What follows belongs to an exercise in optimizing a design on an open flow for small area and a short achievable clock period; a production flow would make more cautious choices. RTL that was checked went through simulation tests only; none was proved equivalent to the original. Function not checked in run 1: the RTL went through the layout flow alone. Power is estimated from default activity; no workload was simulated.

==> flow/design.v <==
module viterbi_tx_rx (
  input  logic clk,
  input  logic rst,
  input  logic encoder_i,
  input  logic enable_encoder_i,
  input  logic [1:0] chan_err_i,
  output logic decoder_o
);
  localparam int TB_DEPTH = 32;
  localparam int DL_LEN   = 4104 - TB_DEPTH;   
  localparam int PL       = DL_LEN - 1;        
  logic       rst_q, en_q, hold_q, adv_q, u_q;
  logic [1:0] err_q;
  always_ff @(posedge clk) begin
    rst_q  <= rst;
    en_q   <= enable_encoder_i;
    hold_q <= ~enable_encoder_i;
    adv_q  <= enable_encoder_i & ~rst;
    u_q    <= encoder_i;
    err_q  <= chan_err_i;
  end
  logic [1:0] enc_s_q, r_q, sym_n;
  logic [6:0] cnt_q;      
  logic [5:0] pfx_q;      
  logic       wrap;
  assign wrap  = (cnt_q == 7'd99);
  assign sym_n = {u_q ^ enc_s_q[1] ^ enc_s_q[0], u_q ^ enc_s_q[0]} ^ err_q;
  always_ff @(posedge clk) begin
    if (rst_q) begin
      enc_s_q <= '0;
      r_q     <= '0;
      cnt_q   <= '0;
      pfx_q   <= '0;
    end else if (adv_q) begin
      enc_s_q <= {u_q, enc_s_q[1]};
      r_q     <= {sym_n[1] ^ (cnt_q == 7'd98), sym_n[0]};
      cnt_q   <= wrap ? 7'd0 : cnt_q + 7'd1;
      if (wrap && pfx_q != 6'd42) pfx_q <= pfx_q + 6'd1;
    end
  end
  logic [6-1:0] st_q, st_n;
  logic [3:0]      sel;
  logic [1:0]      best;
  always_comb begin
    st_n = '0;
    sel  = '0;
    case ({st_q, r_q})
      8'd0: begin st_n = 6'd1; sel = 4'b0000; end   
      8'd1: begin st_n = 6'd2; sel = 4'b0010; end   
      8'd2: begin st_n = 6'd2; sel = 4'b1000; end   
      8'd3: begin st_n = 6'd3; sel = 4'b0000; end   
      8'd4: begin st_n = 6'd4; sel = 4'b0000; end   
      8'd5: begin st_n = 6'd5; sel = 4'b0000; end   
      8'd6: begin st_n = 6'd6; sel = 4'b0000; end   
      8'd7: begin st_n = 6'd7; sel = 4'b0000; end   
      8'd8: begin st_n = 6'd8; sel = 4'b0000; end   
      8'd9: begin st_n = 6'd9; sel = 4'b0000; end   
      8'd10: begin st_n = 6'd10; sel = 4'b0000; end   
      8'd11: begin st_n = 6'd11; sel = 4'b0000; end   
      8'd12: begin st_n = 6'd12; sel = 4'b0000; end   
      8'd13: begin st_n = 6'd13; sel = 4'b0000; end   
      8'd14: begin st_n = 6'd14; sel = 4'b0000; end   
      8'd15: begin st_n = 6'd15; sel = 4'b0000; end   
      8'd16: begin st_n = 6'd4; sel = 4'b0000; end   
      8'd17: begin st_n = 6'd16; sel = 4'b0010; end   
      8'd18: begin st_n = 6'd17; sel = 4'b1000; end   
      8'd19: begin st_n = 6'd7; sel = 4'b0000; end   
      8'd20: begin st_n = 6'd8; sel = 4'b0000; end   
      8'd21: begin st_n = 6'd18; sel = 4'b0010; end   
      8'd22: begin st_n = 6'd19; sel = 4'b1000; end   
      8'd23: begin st_n = 6'd11; sel = 4'b0000; end   
      8'd24: begin st_n = 6'd20; sel = 4'b0100; end   
      8'd25: begin st_n = 6'd9; sel = 4'b0000; end   
      8'd26: begin st_n = 6'd10; sel = 4'b0000; end   
      8'd27: begin st_n = 6'd21; sel = 4'b0001; end   
      8'd28: begin st_n = 6'd22; sel = 4'b0100; end   
      8'd29: begin st_n = 6'd13; sel = 4'b0000; end   
      8'd30: begin st_n = 6'd14; sel = 4'b0000; end   
      8'd31: begin st_n = 6'd23; sel = 4'b0001; end   
      8'd32: begin st_n = 6'd24; sel = 4'b1110; end   
      8'd33: begin st_n = 6'd25; sel = 4'b0010; end   
      8'd34: begin st_n = 6'd26; sel = 4'b1000; end   
      8'd35: begin st_n = 6'd27; sel = 4'b1011; end   
      8'd36: begin st_n = 6'd28; sel = 4'b1110; end   
      8'd37: begin st_n = 6'd29; sel = 4'b0010; end   
      8'd38: begin st_n = 6'd30; sel = 4'b1000; end   
      8'd39: begin st_n = 6'd31; sel = 4'b1011; end   
      8'd40: begin st_n = 6'd27; sel = 4'b0100; end   
      8'd41: begin st_n = 6'd26; sel = 4'b0111; end   
      8'd42: begin st_n = 6'd25; sel = 4'b1101; end   
      8'd43: begin st_n = 6'd24; sel = 4'b0001; end   
      8'd44: begin st_n = 6'd31; sel = 4'b0100; end   
      8'd45: begin st_n = 6'd30; sel = 4'b0111; end   
      8'd46: begin st_n = 6'd29; sel = 4'b1101; end   
      8'd47: begin st_n = 6'd28; sel = 4'b0001; end   
      8'd48: begin st_n = 6'd21; sel = 4'b1110; end   
      8'd49: begin st_n = 6'd10; sel = 4'b1111; end   
      8'd50: begin st_n = 6'd9; sel = 4'b1111; end   
      8'd51: begin st_n = 6'd20; sel = 4'b1011; end   
      8'd52: begin st_n = 6'd23; sel = 4'b1110; end   
      8'd53: begin st_n = 6'd14; sel = 4'b1111; end   
      8'd54: begin st_n = 6'd13; sel = 4'b1111; end   
      8'd55: begin st_n = 6'd22; sel = 4'b1011; end   
      8'd56: begin st_n = 6'd7; sel = 4'b1111; end   
      8'd57: begin st_n = 6'd17; sel = 4'b0111; end   
      8'd58: begin st_n = 6'd16; sel = 4'b1101; end   
      8'd59: begin st_n = 6'd4; sel = 4'b1111; end   
      8'd60: begin st_n = 6'd11; sel = 4'b1111; end   
      8'd61: begin st_n = 6'd19; sel = 4'b0111; end   
      8'd62: begin st_n = 6'd18; sel = 4'b1101; end   
      8'd63: begin st_n = 6'd8; sel = 4'b1111; end   
      8'd64: begin st_n = 6'd8; sel = 4'b0000; end   
      8'd65: begin st_n = 6'd18; sel = 4'b0010; end   
      8'd66: begin st_n = 6'd19; sel = 4'b1000; end   
      8'd67: begin st_n = 6'd11; sel = 4'b0000; end   
      8'd68: begin st_n = 6'd20; sel = 4'b0100; end   
      8'd69: begin st_n = 6'd9; sel = 4'b0000; end   
      8'd70: begin st_n = 6'd10; sel = 4'b0000; end   
      8'd71: begin st_n = 6'd21; sel = 4'b0001; end   
      8'd72: begin st_n = 6'd32; sel = 4'b1110; end   
      8'd73: begin st_n = 6'd29; sel = 4'b0010; end   
      8'd74: begin st_n = 6'd30; sel = 4'b1000; end   
      8'd75: begin st_n = 6'd32; sel = 4'b1011; end   
      8'd76: begin st_n = 6'd27; sel = 4'b0100; end   
      8'd77: begin st_n = 6'd32; sel = 4'b0111; end   
      8'd78: begin st_n = 6'd32; sel = 4'b1101; end   
      8'd79: begin st_n = 6'd24; sel = 4'b0001; end   
      8'd80: begin st_n = 6'd24; sel = 4'b0100; end   
      8'd81: begin st_n = 6'd32; sel = 4'b0010; end   
      8'd82: begin st_n = 6'd32; sel = 4'b1000; end   
      8'd83: begin st_n = 6'd27; sel = 4'b0001; end   
      8'd84: begin st_n = 6'd32; sel = 4'b0100; end   
      8'd85: begin st_n = 6'd30; sel = 4'b0010; end   
      8'd86: begin st_n = 6'd29; sel = 4'b1000; end   
      8'd87: begin st_n = 6'd32; sel = 4'b0001; end   
      8'd88: begin st_n = 6'd21; sel = 4'b1110; end   
      8'd89: begin st_n = 6'd10; sel = 4'b0111; end   
      8'd90: begin st_n = 6'd9; sel = 4'b1101; end   
      8'd91: begin st_n = 6'd20; sel = 4'b1011; end   
      8'd92: begin st_n = 6'd11; sel = 4'b1110; end   
      8'd93: begin st_n = 6'd19; sel = 4'b0111; end   
      8'd94: begin st_n = 6'd18; sel = 4'b1101; end   
      8'd95: begin st_n = 6'd8; sel = 4'b1011; end   
      8'd96: begin st_n = 6'd33; sel = 4'b0000; end   
      8'd97: begin st_n = 6'd26; sel = 4'b0010; end   
      8'd98: begin st_n = 6'd25; sel = 4'b1000; end   
      8'd99: begin st_n = 6'd34; sel = 4'b0000; end   
      8'd100: begin st_n = 6'd35; sel = 4'b0100; end   
      8'd101: begin st_n = 6'd18; sel = 4'b0010; end   
      8'd102: begin st_n = 6'd19; sel = 4'b1000; end   
      8'd103: begin st_n = 6'd35; sel = 4'b0001; end   
      8'd104: begin st_n = 6'd20; sel = 4'b0100; end   
      8'd105: begin st_n = 6'd36; sel = 4'b0010; end   
      8'd106: begin st_n = 6'd36; sel = 4'b1000; end   
      8'd107: begin st_n = 6'd21; sel = 4'b0001; end   
      8'd108: begin st_n = 6'd28; sel = 4'b0100; end   
      8'd109: begin st_n = 6'd37; sel = 4'b0000; end   
      8'd110: begin st_n = 6'd38; sel = 4'b0000; end   
      8'd111: begin st_n = 6'd31; sel = 4'b0001; end   
      8'd112: begin st_n = 6'd35; sel = 4'b1110; end   
      8'd113: begin st_n = 6'd19; sel = 4'b0010; end   
      8'd114: begin st_n = 6'd18; sel = 4'b1000; end   
      8'd115: begin st_n = 6'd35; sel = 4'b1011; end   
      8'd116: begin st_n = 6'd34; sel = 4'b1110; end   
      8'd117: begin st_n = 6'd25; sel = 4'b0111; end   
      8'd118: begin st_n = 6'd26; sel = 4'b1101; end   
      8'd119: begin st_n = 6'd33; sel = 4'b1011; end   
      8'd120: begin st_n = 6'd31; sel = 4'b1110; end   
      8'd121: begin st_n = 6'd38; sel = 4'b0111; end   
      8'd122: begin st_n = 6'd37; sel = 4'b1101; end   
      8'd123: begin st_n = 6'd28; sel = 4'b1011; end   
      8'd124: begin st_n = 6'd21; sel = 4'b0100; end   
      8'd125: begin st_n = 6'd36; sel = 4'b0111; end   
      8'd126: begin st_n = 6'd36; sel = 4'b1101; end   
      8'd127: begin st_n = 6'd20; sel = 4'b0001; end   
      8'd128: begin st_n = 6'd35; sel = 4'b0100; end   
      8'd129: begin st_n = 6'd36; sel = 4'b0010; end   
      8'd130: begin st_n = 6'd36; sel = 4'b1000; end   
      8'd131: begin st_n = 6'd35; sel = 4'b0001; end   
      8'd132: begin st_n = 6'd4; sel = 4'b0000; end   
      8'd133: begin st_n = 6'd35; sel = 4'b0010; end   
      8'd134: begin st_n = 6'd35; sel = 4'b1000; end   
      8'd135: begin st_n = 6'd7; sel = 4'b0000; end   
      8'd136: begin st_n = 6'd36; sel = 4'b0100; end   
      8'd137: begin st_n = 6'd13; sel = 4'b0000; end   
      8'd138: begin st_n = 6'd14; sel = 4'b0000; end   
      8'd139: begin st_n = 6'd36; sel = 4'b0001; end   
      8'd140: begin st_n = 6'd20; sel = 4'b0100; end   
      8'd141: begin st_n = 6'd18; sel = 4'b0010; end   
      8'd142: begin st_n = 6'd19; sel = 4'b1000; end   
      8'd143: begin st_n = 6'd21; sel = 4'b0001; end   
      8'd144: begin st_n = 6'd21; sel = 4'b1110; end   
      8'd145: begin st_n = 6'd19; sel = 4'b0111; end   
      8'd146: begin st_n = 6'd18; sel = 4'b1101; end   
      8'd147: begin st_n = 6'd20; sel = 4'b1011; end   
      8'd148: begin st_n = 6'd36; sel = 4'b1110; end   
      8'd149: begin st_n = 6'd14; sel = 4'b0010; end   
      8'd150: begin st_n = 6'd13; sel = 4'b1000; end   
      8'd151: begin st_n = 6'd36; sel = 4'b1011; end   
      8'd152: begin st_n = 6'd7; sel = 4'b0100; end   
      8'd153: begin st_n = 6'd35; sel = 4'b0111; end   
      8'd154: begin st_n = 6'd35; sel = 4'b1101; end   
      8'd155: begin st_n = 6'd4; sel = 4'b0001; end   
      default: begin st_n = '0; sel = '0; end
    endcase
  end
  always_comb begin
    case (st_q)
      6'd0: best = 2'd0;
      6'd1: best = 2'd0;
      6'd2: best = 2'd0;
      6'd3: best = 2'd2;
      6'd4: best = 2'd0;
      6'd5: best = 2'd0;
      6'd6: best = 2'd0;
      6'd7: best = 2'd2;
      6'd8: best = 2'd0;
      6'd9: best = 2'd3;
      6'd10: best = 2'd1;
      6'd11: best = 2'd2;
      6'd12: best = 2'd1;
      6'd13: best = 2'd3;
      6'd14: best = 2'd1;
      6'd15: best = 2'd1;
      6'd16: best = 2'd0;
      6'd17: best = 2'd0;
      6'd18: best = 2'd3;
      6'd19: best = 2'd1;
      6'd20: best = 2'd0;
      6'd21: best = 2'd2;
      6'd22: best = 2'd1;
      6'd23: best = 2'd1;
      6'd24: best = 2'd0;
      6'd25: best = 2'd0;
      6'd26: best = 2'd0;
      6'd27: best = 2'd2;
      6'd28: best = 2'd0;
      6'd29: best = 2'd1;
      6'd30: best = 2'd3;
      6'd31: best = 2'd1;
      6'd32: best = 2'd0;
      6'd33: best = 2'd0;
      6'd34: best = 2'd2;
      6'd35: best = 2'd0;
      6'd36: best = 2'd1;
      6'd37: best = 2'd3;
      6'd38: best = 2'd1;
      default: best = 2'd0;
    endcase
  end
  always_ff @(posedge clk) begin
    if (rst_q)      st_q <= '0;
    else if (adv_q) st_q <= st_n;
  end
  logic [3:0][TB_DEPTH-1:0] path;
  logic [3:0][TB_DEPTH-1:2] path_q, path_d;
  for (genvar gi = 0; gi < 4; gi++) begin : g_path
    localparam int S1 = gi % 2;
    localparam int U  = gi / 2;
    logic [TB_DEPTH-1:0] win;
    assign path[gi]   = {path_q[gi], 1'(S1), 1'(U)};
    assign win        = sel[gi] ? path[2 * S1 + 1] : path[2 * S1];
    assign path_d[gi] = (win[TB_DEPTH-2:1] & {(TB_DEPTH-2){en_q}}) |
                        (path_q[gi] & {(TB_DEPTH-2){hold_q}});
  end
  always_ff @(posedge clk) path_q <= path_d;
  logic          dec_bit;
  logic [PL-1:0] dl_q, dl_d;
  assign dec_bit = path[best][TB_DEPTH-1];
  assign dl_d    = ({dl_q[PL-2:0], dec_bit} & {PL{en_q}}) | (dl_q & {PL{hold_q}});
  always_ff @(posedge clk) dl_q <= dl_d;
  logic ge4103, eq4102, open_d, dout_q;
  assign ge4103 = (pfx_q == 6'd42) || (pfx_q == 6'd41 && cnt_q >= 7'd3);
  assign eq4102 = (pfx_q == 6'd41) && (cnt_q == 7'd2);
  assign open_d = ~rst_q & (ge4103 | (adv_q & eq4102));
  always_ff @(posedge clk) begin
    if (rst)                   dout_q <= 1'b0;
    else if (enable_encoder_i) dout_q <= open_d & dl_d[PL-1];
  end
  assign decoder_o = dout_q;
endmodule
==> flow/flow/run.sh <==
#!/bin/bash
# The standard layout with two changes:
#  * the port buffers are buf_4 cells;
#  * before detailed placement, flow/entree.tcl rebuilds the buffer trees of
#    the delay line's registered enable and inverted enable as clustered
#    two-level trees (see that file).
set -euo pipefail
here=$(pwd)
export PRE_DETAIL_PLACE_TCL="$here/flow/entree.tcl"
export ENTREE_NLEAF=66 ENTREE_NMID=16
export ENTREE_LEAF=sky130_fd_sc_hd__buf_4 ENTREE_MID=sky130_fd_sc_hd__buf_12 ENTREE_ROOT=
bash standard.sh \
  "BUFFER_PORTS_ARGS=-buffer_cell sky130_fd_sc_hd__buf_4" \
  finish > standard_flow.log 2>&1
==> flow/flow/entree.tcl <==
# Rebuilds the buffer trees of the two high-fanout delay-line controls
# (en_q and hold_q) as clustered trees: loads are split into groups of at
# most ENTREE_NLEAF by repeated median cuts and each group gets a buffer at
# its centre; the group buffers are grouped
# again under a few larger buffers driven by the register.

proc my_tree_log {msg} { puts "ENTREE: $msg" }

proc my_net_buffers {net} {
  # all buffer instances in the fanout tree below net
  set out {}
  foreach it [$net getITerms] {
    if {[$it isOutputSignal]} { continue }
    set inst [$it getInst]
    set m [$inst getMaster]
    if {[string match "sky130_fd_sc_hd__buf_*" [$m getName]] || [string match "sky130_fd_sc_hd__clkbuf_*" [$m getName]]} {
      lappend out $inst
      foreach ot [$inst getITerms] {
        if {[$ot isOutputSignal] && [$ot getNet] ne "NULL"} {
          set out [concat $out [my_net_buffers [$ot getNet]]]
        }
      }
    }
  }
  return $out
}

proc my_cluster {items maxn} {
  # items: list of {name x y}; splits at the median of the longer side
  # until no group has more than maxn items; returns the groups
  if {[llength $items] <= $maxn} { return [list $items] }
  set xs {}; set ys {}
  foreach it $items { lappend xs [lindex $it 1]; lappend ys [lindex $it 2] }
  set w [expr {[tcl::mathfunc::max {*}$xs] - [tcl::mathfunc::min {*}$xs]}]
  set h [expr {[tcl::mathfunc::max {*}$ys] - [tcl::mathfunc::min {*}$ys]}]
  set k [expr {$w >= $h ? 1 : 2}]
  set sorted [lsort -real -index $k $items]
  set half [expr {[llength $sorted] / 2}]
  return [concat [my_cluster [lrange $sorted 0 [expr {$half - 1}]] $maxn] \
                 [my_cluster [lrange $sorted $half end] $maxn]]
}

proc my_centroid {grp} {
  set sx 0.0; set sy 0.0
  foreach it $grp { set sx [expr {$sx + [lindex $it 1]}]; set sy [expr {$sy + [lindex $it 2]}] }
  set n [llength $grp]
  return [list [expr {$sx / $n}] [expr {$sy / $n}]]
}

proc my_build_tree {netname nleaf nmid leafbuf midbuf rootbuf} {
  set block [ord::get_db_block]
  set net [$block findNet $netname]
  if {$net eq "NULL"} { my_tree_log "no net $netname"; return }
  set bufs [my_net_buffers $net]
  # dissolve the old tree: move every load of a buffer onto the root net
  foreach b $bufs {
    set outnet "NULL"
    foreach ot [$b getITerms] {
      if {[$ot isOutputSignal]} { set outnet [$ot getNet] }
    }
    if {$outnet ne "NULL"} {
      foreach it [$outnet getITerms] {
        if {[$it getInst] eq $b} { continue }
        $it disconnect
        $it connect $net
      }
    }
  }
  foreach b $bufs {
    set nets {}
    foreach ot [$b getITerms] {
      if {[$ot isOutputSignal] && [$ot getNet] ne "NULL"} { lappend nets [$ot getNet] }
    }
    odb::dbInst_destroy $b
    foreach n $nets { if {[llength [$n getITerms]] == 0 && [llength [$n getBTerms]] == 0} { odb::dbNet_destroy $n } }
  }
  set net [$block findNet $netname]
  set dbu [$block getDbUnitsPerMicron]
  set items {}
  foreach it [$net getITerms] {
    if {[$it isOutputSignal]} { continue }
    set inst [$it getInst]
    set bb [$inst getBBox]
    set x [expr {([$bb xMin] + [$bb xMax]) / 2.0 / $dbu}]
    set y [expr {([$bb yMin] + [$bb yMax]) / 2.0 / $dbu}]
    lappend items [list "[$inst getName]/[[$it getMTerm] getName]" $x $y]
  }
  my_tree_log "$netname: removed [llength $bufs] buffers, [llength $items] loads"
  set leaves {}
  set k 0
  foreach grp [my_cluster $items $nleaf] {
    set pins {}
    foreach it $grp { lappend pins [lindex $it 0] }
    set c [my_centroid $grp]
    set bname "entree_${netname}_l$k"
    set b [insert_buffer -buffer_cell $leafbuf -net $netname -load_pins [get_pins $pins] \
      -location $c -buffer_name $bname -net_name "${bname}_net"]
    lappend leaves [list "[get_full_name $b]/A" {*}$c]
    incr k
  }
  set mids {}
  set k 0
  foreach grp [my_cluster $leaves $nmid] {
    set pins {}
    foreach it $grp { lappend pins [lindex $it 0] }
    set c [my_centroid $grp]
    set bname "entree_${netname}_m$k"
    set b [insert_buffer -buffer_cell $midbuf -net $netname -load_pins [get_pins $pins] \
      -location $c -buffer_name $bname -net_name "${bname}_net"]
    lappend mids [list "[get_full_name $b]/A" {*}$c]
    incr k
  }
  if {$rootbuf ne ""} {
    set pins {}
    foreach it $mids { lappend pins [lindex $it 0] }
    set c [my_centroid $mids]
    insert_buffer -buffer_cell $rootbuf -net $netname -load_pins [get_pins $pins] \
      -location $c -buffer_name "entree_${netname}_r" -net_name "entree_${netname}_r_net"
  }
  my_tree_log "$netname: [llength $leaves] leaf buffers, $k mid buffers"
}

foreach n {en_q hold_q} {
  my_build_tree $n $::env(ENTREE_NLEAF) $::env(ENTREE_NMID) \
    $::env(ENTREE_LEAF) $::env(ENTREE_MID) $::env(ENTREE_ROOT)
}
==> flow/standard.sh <==
#!/bin/bash
# synth_recipe.tcl (not shown) runs the flow's synth.tcl, then flattens the netlist and writes it again
# the make line also repeats each setting of config.mk as NAME=value (left out here)
make -C /OpenROAD-flow-scripts/flow DESIGN_CONFIG=/design/flow/config.mk WORK_HOME=/design/flow/orfs CLKGATE_MAP_FILE= SYNTH_SCRIPT=/design/flow/synth_recipe.tcl "${@:-finish}"
==> flow/config.mk <==
export PLATFORM = sky130hd
export DESIGN_NAME = viterbi_tx_rx
export DESIGN_NICKNAME = viterbi_tx_rx
export VERILOG_FILES = /design/flow/design.v
export SDC_FILE = /design/flow/constraint.sdc
export NUM_CORES = 4
export LEC_CHECK = 0
export CAP_MARGIN = 20
export CORE_MARGIN = 2
export CORE_UTILIZATION = 60
export CTS_CLUSTER_DIAMETER = 100
export CTS_CLUSTER_SIZE = 30
export SLEW_MARGIN = 20
==> flow/constraint.sdc <==
create_clock -name core_clock -period 12.0 [get_ports {clk}]
set_input_delay 2.4000 -clock core_clock [delete_from_list [all_inputs] [get_ports {clk}]]
set_output_delay 2.4000 -clock core_clock [all_outputs]
set_load 0.01 [all_outputs]
==> results of run 1 <==
final cells by class:
| cell class | count | share of cell area |
|---|---|---|
| diodes | 5 | 0.00009320 |
| multi-input cells | 4664 | 0.3003 |
| flip-flops and latches | 4234 | 0.6314 |
| clock buffers | 172 | 0.03166 |
| repair buffers | 147 | 0.008966 |
| clock inverters | 6 | 0.0004753 |
| inverters | 23 | 0.0006431 |
| well taps | 2838 | 0.02645 |
sequential cells by signal (all words and copies together), names as in the netlist:
register,cells
rst_q,1
enc_s_q,2
adv_q,1
err_q,2
u_q,1
path_q,120
best,2
cnt_q,7
st_n,6
en_q,1
st_q,6
hold_q,1
dl_q,4071
pfx_q,6
sel,4
dout_q,1
r_q,2
per-layer routing:
layer | vias to the layer above | wire (um)
met3 | 223 | 5013
met1 | 35939 | 103400
li1 | 36586 | -
met4 | 0 | 3155
met2 | 611 | 83570
met5 | - | 0
cells by family (layout without fill, tap and decap cells):
logic type / Yosys count / after routing / synth area share
AOI/OAI and AO/OA: 4348 / 4348 / 0.2930
DFF: 4234 / 4234 / 0.6576
buffers and inverters: 1006 / 348 / 0.02961
and+or+nand+nor: 152 / 152 / 0.005407
muxes: 132 / 132 / 0.01158
adders and majority gates: 17 / 17 / 0.001650
xor gates and xnor gates: 15 / 15 / 0.001136
other: 0 / 5 / 0
through the flow:
step	cells	instance area (sq um)
final	12089	134300
after global routing	12089	134300
after CTS	12084	134200
after detailed placement	11906	129900
after global placement	11828	129500
after floorplan	9904	128900
layout by cell type, fill, tap and decap left out, drive strengths merged, types with 8 or more instances in the layout:
cell type	instances
a211oi	11
a21oi	37
xor2	8
ha	17
dfxtp	4234
clkbuf	172
or3	8
a221oi	8
o21ai	41
nor2	54
inv	26
buf	147
nand3	8
nand2	41
a22o	4193
nor3	20
nand4	8
mux2i	14
mux2	117
worst min path at each step:
stage,end,startpoint,cells after the start,slack [ns]
after floorplan,dl_q[4070],dl_q[4070],1,0.44
after global placement,dl_q[253],dl_q[252],1,0.45
after detailed placement,dl_q[3672],dl_q[3671],1,0.45
after CTS,dl_q[1169],dl_q[1168],1,0.46
after global routing,dl_q[2517],dl_q[2516],1,0.48
final,dl_q[2517],dl_q[2516],1,0.46
where the power goes:
part           internal, mW  leakage, nW  switching [mW]
Clock                  2.55         2.12            3.91
Sequential             14.1         34.1          0.0304
Combinational         0.113         15.7           0.489
Total                  16.7         51.9            4.43
cell usage after synthesis, drive strengths merged (3+ instances only):
master and n:
a311oi 6, or3 8, inv 22, o311ai 3
o22ai 5, o32ai 6, nand3 8, or2 4
mux2 117, clkbuf 956, mux2i 14, a221oi 8
buf 27, nand4 8, nor3 20, ha 17
a211oi 11, xnor2 6, a22o 4193, a21oi 37
o21ai 41, a31oi 4, dfxtp 4234, xor2 8
a211o 3, nor2 54, o211ai 6, nand2 41
nor2b 3
critical path, delay by kind of cell, from the launching register on:
kind                   cells  cell delay (ns)
and+or+nand+nor            2             1.24
DFF                        1             0.32
buffers and inverters      2             0.80
AOI/OAI and AO/OA          3             0.72
muxes                      1             0.45
==> results.yml, run 1 <==
status:
  status: "complete, no violations"
timing:
  fin_setup_tns_ns: 0
  holdWs_ns: 0.4563
  post-route-worst-setup-slack_ns: 8.304
  min_period_ns: 3.696
  finalSetupViolCount: 0
  slew_violations: 0
  hold_violations: 0
  worst_pin_slew_ns: 1.081
  final.period_utilization: 0.3080
  max_freq_mhz: 270.6
  rsz0062_at_grt: "false"
  slew_headroom: 0.2738
  fin_skew_ns: 0.01844
placement:
  pre_cts_ws_ns: 8.389
  routabilityCongestion: 0.7892
  io_buffers: 6
  hpwlAfterDp_mm: 99.72
logic_synthesis:
  ys_seq_elements: 4234
  avgSynthCellArea_sq_um: 13.01
  netlist_instances: 9904
  synth.cell_area_sq_um: 128900
  ys_top_cells_by_area: "dfxtp_1 (66%), a22o_1 (28%), clkbuf_1 (2.8%)"
  synth_ff_type: "dfxtp_1"
  yosysTopAreaCellShare: 0.6576
  synth-warning-count: 1
  synth_nets: 9927
  post_synth_num_cell_types: 69
  async_flop_share: 0
  synth_edf_count: 0
  synth_area_leader_cell: "dfxtp_1"
  yosysSeqAreaShare: 0.6576
clock_network:
  cts_root_buf: "clkbuf_16"
  cts_resized: 0
  cts_buffer_depth: 3
  clkTransAtPathRegs_ns: 0.10
  clock_latency_ns: 0.83
  cts_num_sinks: 4234
  post-cts-setup-buffers: 0
  htree_levels: 4
  cts_buffers: 159
  tritoncts: "built"
  hold_buffers: 0
die:
  design.portCount: 7
  die-area_sq_um: 218500
  fp.dieH_um: 467.5
  die_w_um: 467.5
  row_count: 170
  initial_core_util: 0.6023
  fp.coreArea_sq_um: 214000
global_routing:
  top_usage_layer: "met2"
  globalRouteMet2Util: 0.2714
  grt.met3_usage: 0.02223
  grt_pass1_vias: 70018
  grt_pass1_wl_mm: 332.5
  grt_use_total: 0.1703
  overflow: 0
  grt_max_degree: 67
  antenna_found_initial: 1
  grtUsageMet1: 0.2469
layout:
  utilization: 0.6274
  nets: 9252
  layout-drive-gt1-share: 0.04943
  syn2layout_area_growth_pct: 4.163
  multiInputGateArea_sq_um: 40310
  seq_area_sq_um: 84770
  fillerInstances: 16397
worst_setup_path:
  reg2reg_setup_slack_ns: 8.30
  arrival_ns: 4.38
  startpoint: "adv_q"
  worstReg2RegStart: "adv_q"
  crit_end: "st_n[4]"
  path_cells: "buf_4 -> mux2_2 -> nand2_2 -> inv_2 -> nor2_1 -> o21ai_0 -> a311oi_1 -> o32ai_1"
  crit_path_max_fanout: 36
  r2r_end: "st_n[4]"
  worst_setup_path_start_kind: "flip-flop"
  worstSetupPathType: "flip-flop to flip-flop"
  crit_slowest_cell: "nor2_1"
  critPathMaxStageDelay_ns: 0.70
  reg2reg_depth: 8
  worstSetupEndpointType: "flip-flop"
  required_ns: 12.68
power_and_ir_drop:
  ir_drop_mv: 0.1514
  leakagePower_nw: 51.89
  power_mw: 21.16
  power_density_nw_per_um2: 157.6
route:
  vias_per_cell: 6.068
  drc: 0
  vias: 73359
  first_pass_iters: 13
  avgRoutedWirePerCell_um: 16.14
  drt_iter0_drc: 5585
  wirelength_mm: 195.1
  ant_nets: 0
job:
  max_cap_viol_count: 0
worst_hold_path:
  hold_class: "flip-flop to flip-flop"
==> run 2: changes to the inputs <==
--- a/flow/design.v
+++ b/flow/design.v
@@ -12,3 +12,3 @@
   logic       rst_q, en_q, hold_q, adv_q, u_q;
-  logic [1:0] err_q;
+  logic [1:0] sym_q, enc_s_q, enc_s_d;
   always_ff @(posedge clk) begin
@@ -19,13 +19,14 @@
     u_q    <= encoder_i;
-    err_q  <= chan_err_i;
-  end
-  logic [1:0] enc_s_q, r_q, sym_n;
+    sym_q  <= {encoder_i ^ enc_s_d[1] ^ enc_s_d[0], encoder_i ^ enc_s_d[0]} ^ chan_err_i;
+  end
+  logic [1:0] r_q;
   logic [6:0] cnt_q;      
   logic [5:0] pfx_q;      
+  logic       c98_q;      
   logic       wrap;
-  assign wrap  = (cnt_q == 7'd99);
-  assign sym_n = {u_q ^ enc_s_q[1] ^ enc_s_q[0], u_q ^ enc_s_q[0]} ^ err_q;
+  assign wrap    = (cnt_q == 7'd99);
+  assign enc_s_d = rst_q ? 2'b00 : adv_q ? {u_q, enc_s_q[1]} : enc_s_q;
+  always_ff @(posedge clk) enc_s_q <= enc_s_d;
   always_ff @(posedge clk) begin
     if (rst_q) begin
-      enc_s_q <= '0;
       r_q     <= '0;
@@ -33,6 +34,7 @@
       pfx_q   <= '0;
+      c98_q   <= 1'b0;
     end else if (adv_q) begin
-      enc_s_q <= {u_q, enc_s_q[1]};
-      r_q     <= {sym_n[1] ^ (cnt_q == 7'd98), sym_n[0]};
+      r_q     <= {sym_q[1] ^ c98_q, sym_q[0]};
       cnt_q   <= wrap ? 7'd0 : cnt_q + 7'd1;
+      c98_q   <= (cnt_q == 7'd97);
       if (wrap && pfx_q != 6'd42) pfx_q <= pfx_q + 6'd1;
--- a/flow/flow/run.sh
+++ b/flow/flow/run.sh
@@ -9,4 +9,4 @@
 export PRE_DETAIL_PLACE_TCL="$here/flow/entree.tcl"
-export ENTREE_NLEAF=66 ENTREE_NMID=16
-export ENTREE_LEAF=sky130_fd_sc_hd__buf_4 ENTREE_MID=sky130_fd_sc_hd__buf_12 ENTREE_ROOT=
+export ENTREE_NLEAF=132 ENTREE_NMID=8
+export ENTREE_LEAF=sky130_fd_sc_hd__buf_6 ENTREE_MID=sky130_fd_sc_hd__buf_12 ENTREE_ROOT=
 bash standard.sh \
==> run 2 against run 1 <==
Via count grew 0.29%. Utilization fell by 0.056 points. Critical path type unchanged. Highest routed layer unchanged. Critical path depth grew 1.
==> results.yml, run 2 <==
status:
  status: "complete, no violations"
die:
  row_count: 170
  fp.coreArea_sq_um: 214400
  die-area_sq_um: 219300
  die_w_um: 468.3
  design.portCount: 7
  fp.dieH_um: 468.3
  initial_core_util: 0.6031
clock_network:
  post-cts-setup-buffers: 0
  cts_num_sinks: 4235
  cts_buffers: 159
  cts_root_buf: "clkbuf_16"
  cts_resized: 0
  clkTransAtPathRegs_ns: 0.11
  htree_levels: 4
  tritoncts: "built"
  hold_buffers: 0
  clock_latency_ns: 0.84
  cts_buffer_depth: 3
logic_synthesis:
  yosysMostFrequentCell: "dfxtp_1"
  yosysTopAreaCellShare: 0.6556
  ys_seq_elements: 4235
  netlist_instances: 9930
  synth_nets: 9954
  synth_edf_count: 0
  post_synth_num_cell_types: 84
  avgSynthCellArea_sq_um: 13.02
  yosysSeqAreaShare: 0.6556
  synth_area_leader_cell: "dfxtp_1"
  ys_top_cells_by_area: "dfxtp_1 (66%), a22o_1 (28%), clkbuf_1 (2.8%)"
  synth_ff_type: "dfxtp_1"
  synth.cell_area_sq_um: 129300
  synth-warning-count: 1
  synth_commonest_cells: "dfxtp_1 (4235), a22o_1 (4191), clkbuf_1 (953), mux2_2 (116), nor2_1 (50)"
  async_flop_share: 0
global_routing:
  grt_max_degree: 132
  grt_use_total: 0.1684
  overflow: 0
  antenna_found_initial: 1
  grt_pass1_wl_mm: 330.8
  grt_pass1_vias: 70020
timing:
  holdWs_ns: 0.4629
  slew_violations: 0
  max_freq_mhz: 258.4
  fin_skew_ns: 0.02393
  finalSetupViolCount: 0
  fin_setup_tns_ns: 0
  hold_violations: 0
  slew_headroom: 0.3759
  min_period_ns: 3.871
  worst_pin_slew_ns: 0.9362
  rsz0062_at_grt: "false"
  final.period_utilization: 0.3225
power_and_ir_drop:
  power_density_nw_per_um2: 157.2
  power_mw: 21.13
  leakagePower_nw: 51.72
  ir_drop_mv: 0.1514
worst_setup_path:
  r2r_end: "st_n[3]"
  crit_path_max_fanout: 62
  worst_setup_path_start_kind: "flip-flop"
  arrival_ns: 4.57
  path_buf_inv: 3
  crit_slowest_cell: "ha_1"
  reg2reg_depth: 9
  worstSetupEndpointType: "flip-flop"
  startpoint: "adv_q"
  worstSetupPathType: "flip-flop to flip-flop"
  required_ns: 12.70
  critPathMaxStageDelay_ns: 0.68
  worstReg2RegStart: "adv_q"
  reg2reg_setup_slack_ns: 8.13
  crit_cells: 9
  critPathTopFamily: "buffers and inverters"
  path_cells: "buf_4 -> nand2_1 -> a21oi_1 -> inv_1 -> ha_1 -> clkinv_1 -> xnor2_1 -> a2111oi_0 -> o32ai_1"
worst_hold_path:
  worstHoldPathCells: 1
  min_to: "dl_q[1591]"
  worstHoldStart: "dl_q[1590]"
  hold_class: "flip-flop to flip-flop"
layout:
  largest_reg_flops: 4071
  fillerInstances: 16425
  layout_commonest_cell: "dfxtp_1"
  nets: 9210
  final_area_sq_um: 134400
  reg.largest.list: "dl_q: 4071 flops, path_q: 120 flops, cnt_q: 7 flops"
  layout-drive-gt1-share: 0.04499
  mostFrequentLayoutCells: "dfxtp_1 (4227), a22o_1 (4191), clkbuf_16 (171)"
  top_register: "dl_q"
  syn2layout_area_growth_pct: 3.931
route:
  first_pass_iters: 5
  drc: 0
  avgRoutedWirePerCell_um: 15.98
  vias_per_cell: 6.108
  ant_nets: 0
  vias: 73572
  drt_iter0_drc: 6240
  wirelength_mm: 192.5
placement:
  routabilityCongestion: 0.8288
  io_buffers: 6
  post_dp_cell_area_sq_um: 130000
  hpwlAfterDp_mm: 95.36
job:
  max_cap_viol_count: 0
run 2: layout make-up:
| class | instances | area [sq um] | area share |
|---|---|---|---|
| inverter | 20 | 80.08 | 0.0005958 |
| antenna | 5 | 12.51 | 0.00009310 |
| multi-input combinational | 4689 | 40670 | 0.3026 |
| timing repair buffer | 81 | 948.4 | 0.007057 |
| tap | 2838 | 3551 | 0.02642 |
| clock inverter | 4 | 56.30 | 0.0004189 |
| clock buffer | 173 | 4287 | 0.03189 |
| sequential | 4235 | 84800 | 0.6309 |
run 2: where the power goes:
part | switching [mW] | internal (mW)
Combinational | 0.467 | 0.0861
Clock | 3.92 | 2.57
Sequential | 0.0233 | 14.1
Total | 4.41 | 16.7
run 2: per-stage QoR:
| stage | std cells | utilization | setup WS [ns] |
|---|---|---|---|
| after CTS | 12040 | 0.6268 | 8.193 |
| after global routing | 12045 | 0.6269 | 7.991 |
| final | 12045 | 0.6269 | 8.129 |
| after detailed placement | 11863 | 0.6065 | 8.290 |
| after global placement | 11841 | 0.6058 | 8.070 |
| after floorplan | 9930 | - | 9.116 |
run 2: worst max-delay path by stage:
| stage | end |
|---|---|
| floorplan | dout_q |
| global placement | dl_q[433] |
| detailed placement | st_n[3] |
| CTS | decoder_o |
| global route | st_n[3] |
| finish | st_n[3] |
run 2: per-layer routing:
layer,wire length (um),share of wire,up-vias,global-route usage
met5,0,0,-,0
met2,81210,0.42,608,0.2667
met1,103100,0.54,36141,0.2441
met4,3180,0.017,0,0.03961
met3,4977,0.026,237,0.02355
li1,-,-,36586,-
run 2: worst register-to-register path, stage by stage, from the launching register on:
cell and delay [ns]:
dfxtp_2 0.33, buf_4 0.53, nand2_1 0.28, a21oi_1 0.53, inv_1 0.20, ha_1 0.68, clkinv_1 0.40, xnor2_1 0.23
a2111oi_0 0.43, o32ai_1 0.14
run 2: cell families after synthesis:
group	after synthesis	synth area share
adder cells (fa/ha/maj)	18	0.001742
AO/OA/AOI/OAI	4366	0.2936
XOR/XNOR	26	0.001761
buffers and inverters	1006	0.02990
multiplexers	130	0.01136
flip-flops	4235	0.6556
AND/OR/NAND/NOR	149	0.006076
==> run 3: changes to the inputs <==
--- a/flow/flow/run.sh
+++ b/flow/flow/run.sh
@@ -1,4 +1,6 @@
 #!/bin/bash
-# The standard layout with two changes:
+# The standard layout with these changes:
 #  * the port buffers are buf_4 cells;
+#  * timing repair aims at 8.6 ns of setup slack, so that it works on the
+#    paths that set the achieved period;
 #  * before detailed placement, flow/entree.tcl rebuilds the buffer trees of
@@ -13,2 +15,3 @@
   "BUFFER_PORTS_ARGS=-buffer_cell sky130_fd_sc_hd__buf_4" \
+  SETUP_SLACK_MARGIN=8.6 \
   finish > standard_flow.log 2>&1
--- a/flow/config.mk
+++ b/flow/config.mk
@@ -9,3 +9,3 @@
 export CORE_MARGIN = 2
-export CORE_UTILIZATION = 60
+export CORE_UTILIZATION = 70
 export CTS_CLUSTER_DIAMETER = 100
==> run 3 against run 2 <==
Register-to-register slack better by 0.72 ns. Area after synthesis stayed put. Sequential power about the same. Via count is 0.11% lower. Sequential cell count unchanged. Power decreased by 0.69%. Clock power is 2% lower. Sequential share of layout area increased by 0.26 points. Critical endpoint is now decoder_o. Still clean. Non-clock buffer count grew 4. Hold slack worse by 0.0018 ns.
==> results.yml, run 3 <==
status:
  status: "complete, no violations"
route:
  avgRoutedWirePerCell_um: 16.44
  ant_nets: 0
  vias_per_cell: 6.297
  first_pass_iters: 8
  wirelength_mm: 191.8
  drc: 0
  drt_iter0_drc: 6011
  vias: 73492
clock_network:
  tritoncts: "built"
  cts_num_sinks: 4235
  clock_latency_ns: 0.83
  htree_levels: 4
  cts_buffer_depth: 3
  cts_root_buf: "clkbuf_16"
  clkTransAtPathRegs_ns: 0.10
  cts_buffers: 159
  post-cts-setup-buffers: 0
worst_setup_path:
  worstReg2RegStart: "adv_q"
  worst_setup_path_start_kind: "flip-flop"
  worstSetupEndpointType: "output port"
  critPathTopFamily: "flip-flops"
  startpoint: "dout_q"
  crit_path_max_fanout: 2
  path_cells: "buf_6"
  crit_slowest_cell: "dfxtp_2"
  arrival_ns: 1.27
  critPathMaxStageDelay_ns: 0.34
  required_ns: 9.60
  reg2reg_depth: 9
  path_buf_inv: 1
  reg2reg_setup_slack_ns: 8.85
  worstSetupPathType: "flip-flop to output port"
  r2r_end: "st_n[3]"
die:
  initial_core_util: 0.7056
  die-area_sq_um: 188200
  fp.coreArea_sq_um: 183300
  design.portCount: 7
  fp.dieH_um: 433.8
  die_w_um: 433.8
  row_count: 157
logic_synthesis:
  synth-warning-count: 1
  yosysMostFrequentCell: "dfxtp_1"
  synth_edf_count: 0
  yosysTopAreaCellShare: 0.6556
  async_flop_share: 0
  avgSynthCellArea_sq_um: 13.02
  ys_top_cells_by_area: "dfxtp_1 (66%), a22o_1 (28%), clkbuf_1 (2.8%)"
  netlist_instances: 9930
  synth_commonest_cells: "dfxtp_1 (4235), a22o_1 (4191), clkbuf_1 (953), mux2_2 (116), nor2_1 (50)"
  synth_nets: 9954
  synth_area_leader_cell: "dfxtp_1"
  synth_ff_type: "dfxtp_1"
  ys_seq_elements: 4235
  yosysSeqAreaShare: 0.6556
  synth.cell_area_sq_um: 129300
  post_synth_num_cell_types: 84
worst_hold_path:
  worstHoldPathCells: 1
  worstHoldStart: "dl_q[449]"
  min_to: "dl_q[450]"
  hold_class: "flip-flop to flip-flop"
global_routing:
  antenna_found_initial: 1
  grt_pass1_wl_mm: 328.9
  grt_use_total: 0.1962
  grt_max_degree: 132
  grt_pass1_vias: 69211
  overflow: 0
layout:
  multiInputGateArea_sq_um: 40680
  largest_reg_flops: 4071
  diodes: 0
  top_register: "dl_q"
  seq_area_sq_um: 84790
  instances_no_fill: 11671
  layout_commonest_cell: "dfxtp_1"
  reg.largest.list: "dl_q: 4071 flops, path_q: 120 flops, cnt_q: 7 flops"
  fillerInstances: 12333
  nets: 9214
  layout-drive-gt1-share: 0.04551
  syn2layout_area_growth_pct: 3.500
  mostFrequentLayoutCells: "dfxtp_1 (4230), a22o_1 (4191), clkbuf_16 (161)"
timing:
  worst_pin_slew_ns: 0.9641
  slew_violations: 0
  max_freq_mhz: 272.6
  hold_violations: 0
  fin_setup_tns_ns: 0
  final.period_utilization: 0.3057
  fin_skew_ns: 0.01649
  min_period_ns: 3.668
  rsz0062_at_grt: "true"
  finalSetupViolCount: 0
  slew_headroom: 0.3543
power_and_ir_drop:
  power_density_nw_per_um2: 156.8
  ir_drop_mv: 0.1506
  leakagePower_nw: 51.68
placement:
  hpwlAfterDp_mm: 98.89
  placedCellCount: 11493
  routabilityCongestion: 0.8480
  io_buffers: 6
job:
  max_cap_viol_count: 0
## run 3: final cells by class
cell class                 instances  area share
multi-input combinational       4689      0.3040
tap                             2464     0.02303
timing repair buffer              85    0.007385
sequential                      4235      0.6335
inverter                          20   0.0005983
clock buffer                     163     0.03016
clock inverter                    15    0.001346
## run 3: kinds of logic (layout without fill, tap and decap cells)
logic type | count (synthesis) | count (layout) | share of synthesized area
compound gates | 4366 | 4366 | 0.2936
flops | 4235 | 4235 | 0.6556
buf+inv | 1006 | 283 | 0.02990
simple gates | 149 | 149 | 0.006076
mux | 130 | 130 | 0.01136
xor+xnor | 26 | 26 | 0.001761
fa+ha+maj | 18 | 18 | 0.001742
## run 3: worst max path at each step
stage	end	slack, ns	cells past startpoint
after floorplan	dout_q	9.12	4
after global placement	dl_q[457]	8.24	4
after detailed placement	st_n[3]	8.35	9
after CTS	decoder_o	8.24	1
after global routing	decoder_o	8.25	1
final	decoder_o	8.33	1
## run 3: per-layer routing
metal	routed length (um)	global-route usage
met1	100200	0.2864
met2	83110	0.3111
met3	5144	0.02736
met4	3372	0.04370
met5	0	0
## run 3: where the power goes
part	internal [mW]	total [mW]	switching [mW]	leakage, nW
Clock	2.46	6.36	3.90	2.07
Sequential	14.1	14.1	0.0148	34.1
Combinational	0.0874	0.557	0.469	15.5
## run 3: through the flow
step                      total power [mW]  setup WS [ns]  hold WS [ns]  utilization  cell area, sq um
after floorplan                      14.86          9.116        0.4391            -            129300
after global placement               14.92          8.239        0.4479       0.7062            129400
after detailed placement             14.94          8.353        0.4484       0.7071            129600
after CTS                            21.22          8.239        0.4622       0.7302            133800
after global routing                 21.76          8.246        0.4836       0.7303            133800
final                                20.98          8.332        0.4611       0.7303            133800
## run 3: repair_timing
action | CTS | global route
endpoints found under the setup margin | 5 | 7
gates resized for setup | 4 | 4
pin swaps | 0 | 0
hold buffers | 0 | 0
gates cloned | 0 | 0
==> run 4: changes to the inputs <==
--- a/flow/design.v
+++ b/flow/design.v
@@ -28,6 +28,8 @@
   assign enc_s_d = rst_q ? 2'b00 : adv_q ? {u_q, enc_s_q[1]} : enc_s_q;
-  always_ff @(posedge clk) enc_s_q <= enc_s_d;
+  always_ff @(posedge clk) begin
+    enc_s_q <= enc_s_d;
+    r_q     <= r_d;
+  end
   always_ff @(posedge clk) begin
     if (rst_q) begin
-      r_q     <= '0;
       cnt_q   <= '0;
@@ -36,3 +38,2 @@
     end else if (adv_q) begin
-      r_q     <= {sym_q[1] ^ c98_q, sym_q[0]};
       cnt_q   <= wrap ? 7'd0 : cnt_q + 7'd1;
@@ -42,5 +43,15 @@
   end
-  logic [6-1:0] st_q, st_n;
-  logic [3:0]      sel;
-  logic [1:0]      best;
+  logic [6-1:0] st_q, st_d, stn_q, st_n;
+  logic [1:0]      r_d;
+  logic [3:0]      sel, ld0_q, ld1_q;
+  logic [1:0]      best, best_q;
+  assign st_d = rst_q ? '0 : adv_q ? stn_q : st_q;
+  assign r_d  = rst_q ? '0 : adv_q ? {sym_q[1] ^ c98_q, sym_q[0]} : r_q;
+  always_ff @(posedge clk) begin
+    st_q   <= st_d;
+    stn_q  <= st_n;
+    best_q <= best;
+    ld0_q  <= ~sel & {4{enable_encoder_i}};
+    ld1_q  <= sel & {4{enable_encoder_i}};
+  end
   always_comb begin
@@ -48,3 +59,3 @@
     sel  = '0;
-    case ({st_q, r_q})
+    case ({st_d, r_d})
       8'd0: begin st_n = 6'd1; sel = 4'b0000; end   
@@ -209,3 +220,3 @@
   always_comb begin
-    case (st_q)
+    case (st_d)
       6'd0: best = 2'd0;
@@ -252,6 +263,2 @@
   end
-  always_ff @(posedge clk) begin
-    if (rst_q)      st_q <= '0;
-    else if (adv_q) st_q <= st_n;
-  end
   logic [3:0][TB_DEPTH-1:0] path;
@@ -261,6 +268,5 @@
     localparam int U  = gi / 2;
-    logic [TB_DEPTH-1:0] win;
     assign path[gi]   = {path_q[gi], 1'(S1), 1'(U)};
-    assign win        = sel[gi] ? path[2 * S1 + 1] : path[2 * S1];
-    assign path_d[gi] = (win[TB_DEPTH-2:1] & {(TB_DEPTH-2){en_q}}) |
+    assign path_d[gi] = (path[2 * S1][TB_DEPTH-2:1] & {(TB_DEPTH-2){ld0_q[gi]}}) |
+                        (path[2 * S1 + 1][TB_DEPTH-2:1] & {(TB_DEPTH-2){ld1_q[gi]}}) |
                         (path_q[gi] & {(TB_DEPTH-2){hold_q}});
@@ -270,3 +276,3 @@
   logic [PL-1:0] dl_q, dl_d;
-  assign dec_bit = path[best][TB_DEPTH-1];
+  assign dec_bit = path[best_q][TB_DEPTH-1];
   assign dl_d    = ({dl_q[PL-2:0], dec_bit} & {PL{en_q}}) | (dl_q & {PL{hold_q}});
--- a/flow/config.mk
+++ b/flow/config.mk
@@ -9,3 +9,3 @@
 export CORE_MARGIN = 2
-export CORE_UTILIZATION = 70
+export CORE_UTILIZATION = 80
 export CTS_CLUSTER_DIAMETER = 100
==> run 4 against run 3 <==
Still clean on timing, DRC and antenna. Clock power hardly changed. Cell area shrank 0.86%. Final cell count down 3.4%. Die area down 13%. First-iteration DRC count rose by 8.1%. Sequential cell count up 4. Maximum frequency decreased by 0.67%. Register-to-register slack worse by 0.14 ns. Utilization rose by 9.9 points. Critical endpoint unchanged.
==> results.yml, run 4 <==
logic_synthesis:
  synthSimpleGateAreaFrac: 0.006316
  synth_commonest_cells: "dfxtp_1 (4239), a22o_1 (4072), clkbuf_1 (893), inv_1 (131), a222oi_1 (116)"
  synth_compound_area_frac: 0.2954
  netlist_instances: 9909
  yosysSeqAreaShare: 0.6601
  synth_top_family_by_area: "compound AO/OA/AOI/OAI gates"
  synth_area_leader_cell: "dfxtp_1"
  post_synth_num_cell_types: 87
  synth_edf_count: 0
  yosysTopAreaCellShare: 0.6601
  ys_top_cells_by_area: "dfxtp_1 (66%), a22o_1 (28%), clkbuf_1 (2.6%)"
  ys_seq_elements: 4239
  synth.cell_area_sq_um: 128600
  synth-warning-count: 1
  avgSynthCellArea_sq_um: 12.97
  yosys.area_share.xor_xnor: 0.001226
  synthAdderAreaFrac: 0.001752
  synthMuxAreaShare: 0.002034
  yosysMostFrequentCell: "dfxtp_1"
  async_flop_share: 0
  synth_nets: 9933
  synth_ff_type: "dfxtp_1"
timing:
  finalSetupViolCount: 0
  final.period_utilization: 0.3077
  fin_skew_ns: 0.02105
  max_freq_mhz: 270.8
  rsz0062_at_grt: "true"
  min_period_ns: 3.693
  hold_violations: 0
  fin_setup_tns_ns: 0
  slew_violations: 0
  slew_headroom: 0.2327
  worst_pin_slew_ns: 1.149
worst_setup_path:
  path_buf_inv: 1
  worstReg2RegStart: "adv_q"
  critPathMaxStageDelay_ns: 0.38
  worstSetupEndpointType: "output port"
  arrival_ns: 1.29
  crit_path_max_fanout: 2
  startpoint: "dout_q"
  worst_setup_path_start_kind: "flip-flop"
  worstSetupPathType: "flip-flop to output port"
  critPathTopFamily: "flip-flops"
  path_cells: "buf_6"
  required_ns: 9.60
  crit_slowest_cell: "dfxtp_2"
global_routing:
  overflow: 0
  antenna_found_initial: 0
  grt_pass1_vias: 68583
  grt_max_degree: 132
  grt_use_total: 0.2298
  grt_pass1_wl_mm: 333.6
power_and_ir_drop:
  p_sw_mw: 4.415
  p_seq_frac: 0.671
  cellInternalPower_mw: 16.73
  sw_frac_of_total: 0.2088
  power_density_nw_per_um2: 159.4
  power_frac_comb: 0.029
  leakagePower_nw: 52.08
  power_frac_clock: 0.300
  ir_drop_mv: 0.1534
route:
  avgRoutedWirePerCell_um: 17.42
  drt_iter0_drc: 6498
  drc: 0
  first_pass_iters: 13
  vias_per_cell: 6.552
  wirelength_mm: 196.4
  ant_nets: 0
  vias: 73883
die:
  design.portCount: 7
  fp.dieH_um: 404.9
  row_count: 147
  die-area_sq_um: 163900
  fp.coreArea_sq_um: 160000
  initial_core_util: 0.8034
  die_w_um: 404.9
status:
  status: "complete, no violations"
clock_network:
  cts_root_buf: "clkbuf_16"
  cts_buffer_depth: 3
  htree_levels: 4
  cts_num_sinks: 4239
  tritoncts: "built"
  cts_buffers: 159
  clock_latency_ns: 0.81
  hold_buffers: 0
  clkTransAtPathRegs_ns: 0.11
placement:
  routabilityCongestion: 0.8748
  hpwlAfterDp_mm: 102.9
  io_buffers: 6
  post_dp_cell_area_sq_um: 128400
layout:
  syn2layout_area_growth_pct: 3.212
  mostFrequentLayoutCells: "dfxtp_1 (4229), a22o_1 (4072), clkbuf_16 (165)"
  layout_commonest_cell: "dfxtp_1"
  largest_reg_flops: 4071
  utilization: 0.8292
  top_register: "dl_q"
  reg.largest.list: "dl_q: 4071 flops, path_q: 120 flops, cnt_q: 7 flops"
  diodes: 0
  final_area_sq_um: 132700
  layout-drive-gt1-share: 0.03384
  nets: 9201
worst_hold_path:
  worstHoldStart: "dl_q[3139]"
  hold_class: "flip-flop to flip-flop"
job:
  max_cap_viol_count: 0
## run 4: changes by cell type in the layout (fill, tap and decap cells not counted), sizes merged, moves of 7 or more
cell,change
a222oi,+116
xnor2,-9
a21oi,-16
nor2,-13
a22o,-119
o21ai,-11
nor3,+7
nand3,+7
mux2,-111
inv,+107
## run 4: stage by stage
| step | std cells | setup WS [ns] | power (mW) | hold WS [ns] |
|---|---|---|---|---|
| final | 11277 | 8.307 | 21.15 | 0.4611 |
| after global routing | 11277 | 8.240 | 21.86 | 0.4836 |
| after CTS | 11271 | 8.240 | 21.29 | 0.4649 |
| after detailed placement | 11096 | 8.431 | 15.10 | 0.4484 |
| after global placement | 11071 | 8.205 | 15.06 | 0.4477 |
| after floorplan | 9909 | 8.881 | 15.00 | 0.4283 |
## run 4: power groups by stage
| stage | Sequential, mW | Combinational, mW | Clock (mW) |
|---|---|---|---|
| 3_5_place_dp | 14.5 | 0.594 | 0 |
| 5_1_grt | 14.2 | 0.667 | 7.00 |
| 3_3_place_gp | 14.5 | 0.558 | 0 |
| 4_1_cts | 14.2 | 0.597 | 6.51 |
| 6_report | 14.2 | 0.607 | 6.35 |
| 2_1_floorplan | 14.5 | 0.528 | 0 |
## run 4: final cells by class
| type | instances | area (sq um) |
|---|---|---|
| sequential | 4239 | 84880 |
| clock buffer | 167 | 4136 |
| inverter | 136 | 518.0 |
| tap | 2086 | 2610 |
| clock inverter | 8 | 80.08 |
| multi-input combinational | 4553 | 39450 |
| timing repair buffer | 88 | 1018 |
| fill | 8813 | 27330 |
## run 4: cell families after synthesis
group | count (synthesis)
and+or+nand+nor | 154
buffers and inverters | 1117
adders and majority gates | 18
AOI/OAI and AO/OA | 4341
DFF | 4239
xor gates and xnor gates | 18
muxes | 22
## run 4: worst paths after layout
check,cells after the start,endpoint,slack [ns]
worst max-delay path,1,decoder_o,8.31
worst min register to register,1,dl_q[3140],0.46
worst max register to register,10,stn_q[1],8.71
worst min-delay path,1,dl_q[3140],0.46
## run 4: per-layer routing
metal	part of all wire	vias up	GRT usage
met4	0.019	0	0.05446
met3	0.029	289	0.02732
met5	0	-	0
li1	-	36556	-
met2	0.45	1013	0.3464
met1	0.50	36025	0.3551
## run 4: repair_timing
| action | 4_1_cts | 5_1_grt |
|---|---|---|
| buffers inserted | 0 | 6 |
| resized for setup | 3 | 5 |
| pin swaps | 0 | 0 |
| setup endpoints to repair | 6 | 10 |
| cloned | 0 | 0 |
==> run 5: changes to the inputs <==
--- a/flow/config.mk
+++ b/flow/config.mk
@@ -9,3 +9,3 @@
 export CORE_MARGIN = 2
-export CORE_UTILIZATION = 80
+export CORE_UTILIZATION = 60
 export CTS_CLUSTER_DIAMETER = 100
==> run 5 against run 4 <==
Power grew 0.64%. Die area rose by 33%. Sequential cell count did not move. Area after synthesis did not move. Cell area rose by 0.81%. Largest power group unchanged. Synthesized cell count unchanged. Global-route usage fell by 6.1 points. Clock power rose by 2%. Non-clock buffer count is 5 higher. Critical endpoint unchanged. Critical path depth is the same. Clock skew decreased by 0.0011 ns.
==> results.yml, run 5 <==
die:
  fp.dieH_um: 466.9
  initial_core_util: 0.6050
  design.portCount: 7
  row_count: 169
  die_w_um: 466.9
  die-area_sq_um: 218000
  fp.coreArea_sq_um: 212500
worst_setup_path:
  worst_setup_path_start_kind: "flip-flop"
  crit_path_max_fanout: 2
  critPathMaxStageDelay_ns: 0.34
  crit_cells: 1
  crit_slowest_cell: "dfxtp_2"
  worstSetupEndpointType: "output port"
  required_ns: 9.60
  crit_end: "decoder_o"
  critPathTopFamily: "flip-flops"
  reg2reg_depth: 10
  worstSetupPathType: "flip-flop to output port"
  startpoint: "dout_q"
  path_cells: "buf_6"
  r2r_end: "stn_q[1]"
  reg2reg_setup_slack_ns: 8.85
  path_buf_inv: 1
  worstReg2RegStart: "adv_q"
  arrival_ns: 1.28
global_routing:
  antenna_found_initial: 1
  grt_max_degree: 132
  grt_pass1_wl_mm: 332.1
  overflow: 0
  grt_pass1_vias: 70454
  grt_use_total: 0.1692
logic_synthesis:
  synth_edf_count: 0
  synth_area_leader_cell: "dfxtp_1"
  yosysMostFrequentCell: "dfxtp_1"
  synth-warning-count: 1
  async_flop_share: 0
  avgSynthCellArea_sq_um: 12.97
  synth.cell_area_sq_um: 128600
  post_synth_num_cell_types: 87
  yosysTopAreaCellShare: 0.6601
  ys_top_cells_by_area: "dfxtp_1 (66%), a22o_1 (28%), clkbuf_1 (2.6%)"
  yosysSeqAreaShare: 0.6601
  synth_commonest_cells: "dfxtp_1 (4239), a22o_1 (4072), clkbuf_1 (893), inv_1 (131), a222oi_1 (116)"
  synth_ff_type: "dfxtp_1"
  ys_seq_elements: 4239
  synth_nets: 9933
  netlist_instances: 9909
status:
  status: "complete, no violations"
route:
  avgRoutedWirePerCell_um: 15.95
  drt_iter0_drc: 6406
  vias: 73524
  wirelength_mm: 191.8
  first_pass_iters: 11
  ant_nets: 0
  vias_per_cell: 6.116
  drc: 0
timing:
  max_freq_mhz: 272.1
  finalSetupViolCount: 0
  slew_violations: 0
  fin_setup_tns_ns: 0
  final.period_utilization: 0.3063
  hold_violations: 0
  rsz0062_at_grt: "true"
  worst_pin_slew_ns: 0.9660
  min_period_ns: 3.675
  slew_headroom: 0.3560
  fin_skew_ns: 0.01991
layout:
  layout_commonest_cell: "dfxtp_1"
  largest_reg_flops: 4071
  top_register: "dl_q"
  nets: 9207
  layout-drive-gt1-share: 0.03479
  reg.largest.list: "dl_q: 4071 flops, path_q: 120 flops, cnt_q: 7 flops"
  mostFrequentLayoutCells: "dfxtp_1 (4230), a22o_1 (4072), clkbuf_16 (169)"
  syn2layout_area_growth_pct: 4.053
worst_hold_path:
  worstHoldStart: "dl_q[11]"
  hold_class: "flip-flop to flip-flop"
clock_network:
  clock_latency_ns: 0.82
  hold_buffers: 0
  cts_buffers: 159
  tritoncts: "built"
  htree_levels: 4
  clkTransAtPathRegs_ns: 0.11
  cts_buffer_depth: 3
  cts_num_sinks: 4239
  cts_root_buf: "clkbuf_16"
power_and_ir_drop:
  power_density_nw_per_um2: 159.1
  ir_drop_mv: 0.1286
  leakagePower_nw: 52.15
  power_mw: 21.28
placement:
  routabilityCongestion: 0.7958
  hpwlAfterDp_mm: 95.07
  io_buffers: 6
job:
  max_cap_viol_count: 0
[run 5: layout make-up]
class                   count  area (sq um)
flip-flops and latches   4239         84880
fillers                 16294         78740
multi-input cells        4553         39450
clock buffers             171          4247
well taps                2821          3530
repair buffers             93          1054
inverters                 136         518.0
clock inverters             6         87.58
repair inverters            1         5.005
diodes                      1         2.502
[run 5: kinds of logic after synthesis]
group	after synthesis	share of synthesized area
simple gates	154	0.006317
fa+ha+maj	18	0.001752
xor+xnor	18	0.001226
mux	22	0.002034
compound gates	4341	0.2954
flops	4239	0.6601
buf+inv	1117	0.03317
[run 5: worst min-delay path by stage]
| stage | endpoint | slack [ns] | cells past startpoint |
|---|---|---|---|
| 2_1_floorplan | path_q[29] | 0.43 | 2 |
| 3_5_place_dp | dl_q[1497] | 0.45 | 1 |
| 4_1_cts | dl_q[3403] | 0.46 | 1 |
| 5_1_grt | dl_q[2918] | 0.48 | 1 |
| 3_3_place_gp | path_q[29] | 0.44 | 2 |
| 6_report | dl_q[12] | 0.46 | 1 |
[run 5: worst reg2reg max path, stage by stage (launching register included)]
cell and delay (ns):
dfxtp_1 0.34, buf_6 0.34, mux2i_2 0.40, or2_2 0.28, inv_1 0.16, ha_1 0.36, or3_1 0.44, and4_1 0.21
nor4_1 0.24, a211oi_1 0.08, a21oi_1 0.22
[run 5: what timing repair did]
item	4_1_cts	5_1_grt
resized for setup	3	5
pin swaps	0	0
gates cloned	0	1
buffers inserted	0	9
setup endpoints to repair	6	10
[run 5: routing by layer]
| metal | wire length [um] | up-vias | global-route usage |
|---|---|---|---|
| li1 | - | 36577 | - |
| met1 | 101700 | 36034 | 0.2435 |
| met2 | 81290 | 691 | 0.2719 |
| met3 | 5431 | 222 | 0.02255 |
| met4 | 3335 | 0 | 0.03761 |
| met5 | 0 | - | 0 |
[run 5: through the flow]
stage / hold WS, ns / setup WS (ns) / area, sq um / utilization / instances
2_1_floorplan: 0.4283 / 8.881 / 128600 / - / 9909
3_3_place_gp: 0.4438 / 8.144 / 129100 / 0.6074 / 11805
3_5_place_dp: 0.4484 / 8.380 / 129300 / 0.6085 / 11832
4_1_cts: 0.4630 / 8.247 / 133700 / 0.6290 / 12009
5_1_grt: 0.4774 / 8.256 / 133800 / 0.6295 / 12021
6_report: 0.4605 / 8.325 / 133800 / 0.6295 / 12021
[run 5: power breakdown]
group | total [mW] | switching (mW) | internal [mW]
Sequential | 14.2 | 0.0659 | 14.1
Combinational | 0.618 | 0.495 | 0.123
Clock | 6.48 | 3.91 | 2.57
==> run 6: changes to the inputs <==
--- a/flow/config.mk
+++ b/flow/config.mk
@@ -9,3 +9,3 @@
 export CORE_MARGIN = 2
-export CORE_UTILIZATION = 60
+export CORE_UTILIZATION = 70
 export CTS_CLUSTER_DIAMETER = 100
==> run 6 against run 5 <==
Still clean on timing, DRC and antenna. Worst setup slack got worse by 0.025 ns. Count of clock-buffer cells in the layout unchanged. Combinational power decreased by 1%. Non-clock buffer count decreased by 1. Global-route usage increased by 2.7 points.
==> results.yml, run 6 <==
layout:
  layout_commonest_cell: "dfxtp_1"
  top_register: "dl_q"
  mostFrequentLayoutCells: "dfxtp_1 (4228), a22o_1 (4072), clkbuf_16 (169)"
  nets: 9205
  reg.largest.list: "dl_q: 4071 flops, path_q: 120 flops, cnt_q: 7 flops"
  largest_reg_flops: 4071
  syn2layout_area_growth_pct: 3.585
  layout-drive-gt1-share: 0.03426
logic_synthesis:
  async_flop_share: 0
  synth_compound_area_frac: 0.2954
  yosysSeqAreaShare: 0.6601
  synth_top_family_by_area: "compound AO/OA/AOI/OAI gates"
  synth_commonest_cells: "dfxtp_1 (4239), a22o_1 (4072), clkbuf_1 (893), inv_1 (131), a222oi_1 (116)"
  yosysTopAreaCellShare: 0.6601
  post_synth_num_cell_types: 87
  netlist_instances: 9909
  synth.cell_area_sq_um: 128600
  yosysMostFrequentCell: "dfxtp_1"
  ys_top_cells_by_area: "dfxtp_1 (66%), a22o_1 (28%), clkbuf_1 (2.6%)"
  synth-warning-count: 1
  synth_area_leader_cell: "dfxtp_1"
  synth_edf_count: 0
  synth_nets: 9933
  synthAdderAreaFrac: 0.001752
  synth_ff_type: "dfxtp_1"
  yosys.area_share.xor_xnor: 0.001226
  synthMuxAreaShare: 0.002034
  synthSimpleGateAreaFrac: 0.006316
  avgSynthCellArea_sq_um: 12.97
  ys_seq_elements: 4239
clock_network:
  tritoncts: "built"
  cts_buffer_depth: 3
  clock_latency_ns: 0.83
  cts_buffers: 159
  htree_levels: 4
  cts_root_buf: "clkbuf_16"
  clkTransAtPathRegs_ns: 0.12
  cts_num_sinks: 4239
worst_setup_path:
  critPathTopFamily: "flip-flops"
  worst_setup_path_start_kind: "flip-flop"
  path_cells: "buf_6"
  arrival_ns: 1.30
  critPathMaxStageDelay_ns: 0.35
  crit_slowest_cell: "dfxtp_2"
  worstSetupEndpointType: "output port"
  path_buf_inv: 1
  crit_path_max_fanout: 2
  required_ns: 9.60
  worstSetupPathType: "flip-flop to output port"
timing:
  min_period_ns: 3.700
  max_freq_mhz: 270.3
  fin_setup_tns_ns: 0
  finalSetupViolCount: 0
  hold_violations: 0
  fin_skew_ns: 0.02460
  slew_headroom: 0.2495
  slew_violations: 0
  final.period_utilization: 0.3083
  worst_pin_slew_ns: 1.124
  rsz0062_at_grt: "true"
route:
  drt_iter0_drc: 6551
  drc: 0
  avgRoutedWirePerCell_um: 16.53
  vias: 73640
  first_pass_iters: 12
  vias_per_cell: 6.359
  ant_nets: 0
  wirelength_mm: 191.5
status:
  status: "complete, no violations"
power_and_ir_drop:
  cellInternalPower_mw: 16.78
  ir_drop_mv: 0.1259
  p_seq_frac: 0.669
  power_frac_comb: 0.029
  p_sw_mw: 4.423
  power_density_nw_per_um2: 159.3
  sw_frac_of_total: 0.2086
  power_mw: 21.21
  power_frac_clock: 0.302
  leakagePower_nw: 52.14
die:
  initial_core_util: 0.7037
  die-area_sq_um: 187100
  design.portCount: 7
  fp.coreArea_sq_um: 182700
  fp.dieH_um: 432.6
  row_count: 157
  die_w_um: 432.6
placement:
  routabilityCongestion: 0.8369
  hpwlAfterDp_mm: 98.58
  io_buffers: 6
worst_hold_path:
  hold_class: "flip-flop to flip-flop"
global_routing:
  grt_use_total: 0.1962
  grt_pass1_wl_mm: 327.2
  grt_max_degree: 132
  grt_pass1_vias: 70161
  overflow: 0
  antenna_found_initial: 1
job:
  max_cap_viol_count: 0
run 6: cell counts after synthesis:
Identical to the previous run, type by type.
run 6: power groups by stage:
stage               registers [mW]  clock network [mW]  logic [mW]
floorplan                     14.5                   0       0.528
detailed placement            14.5                   0       0.597
CTS                           14.2                6.66       0.600
finish                        14.2                6.41       0.609
global route                  14.2                7.12       0.669
global placement              14.5                   0       0.560
run 6: final cells by class:
class                      instances  area, sq um
antenna                            1        2.502
clock buffer                     171         4237
clock inverter                     4        67.56
fill                           12412        49520
inverter                         136        514.2
multi-input combinational       4553        39450
sequential                      4239        84880
tap                             2385         2984
timing repair buffer              92         1039
run 6: logic make-up after synthesis:
family                     Yosys count
AOI/OAI and AO/OA                 4341
xor gates and xnor gates            18
adders and majority gates           18
buffers and inverters             1117
DFF                               4239
muxes                               22
and+or+nand+nor                    154
run 6: metal layers:
| layer | track usage | wire length (um) | up-vias |
|---|---|---|---|
| met5 | 0 | 0 | - |
| met4 | 0.04849 | 3320 | 0 |
| met3 | 0.02623 | 5703 | 242 |
| met2 | 0.3182 | 83240 | 823 |
| met1 | 0.2791 | 99230 | 36028 |
| li1 | - | - | 36547 |
run 6: final timing paths:
kind / depth (start not counted) / endpoint / slack, ns / startpoint
setup / recovery: 1 / decoder_o / 8.30 / dout_q
hold / removal: 1 / dl_q[598] / 0.46 / dl_q[597]
hold reg to reg: 1 / dl_q[598] / 0.46 / dl_q[597]
setup reg to reg: 11 / stn_q[1] / 8.82 / adv_q
run 6: repair_timing:
action / in CTS / in global routing
gates cloned: 0 / 0
setup endpoints to repair: 4 / 10
setup buffers: 0 / 11
gates resized for setup: 4 / 2
hold buffers: 0 / 0
run 6: metrics by stage:
stage                     hold slack [ns]  instances  worst slack (ns)    util  cell area (sq um)
after CTS                          0.4599      11569             8.212  0.7284             133100
final                              0.4650      11581             8.300  0.7289             133200
after global routing               0.4750      11581             8.228  0.7289             133200
after global placement             0.4419      11374             7.953  0.7034             128500
after detailed placement           0.4484      11394             8.532  0.7048             128800
after floorplan                    0.4283       9909             8.881       -             128600

Check on run 6: ideal ports give 8.300 ns setup slack; a clkbuf_16 on the clock port and buf_2 on the inputs give 8.217 ns; moving port delays by the midpoint clock arrival (0.903 ns) as well gives 8.543 ns.
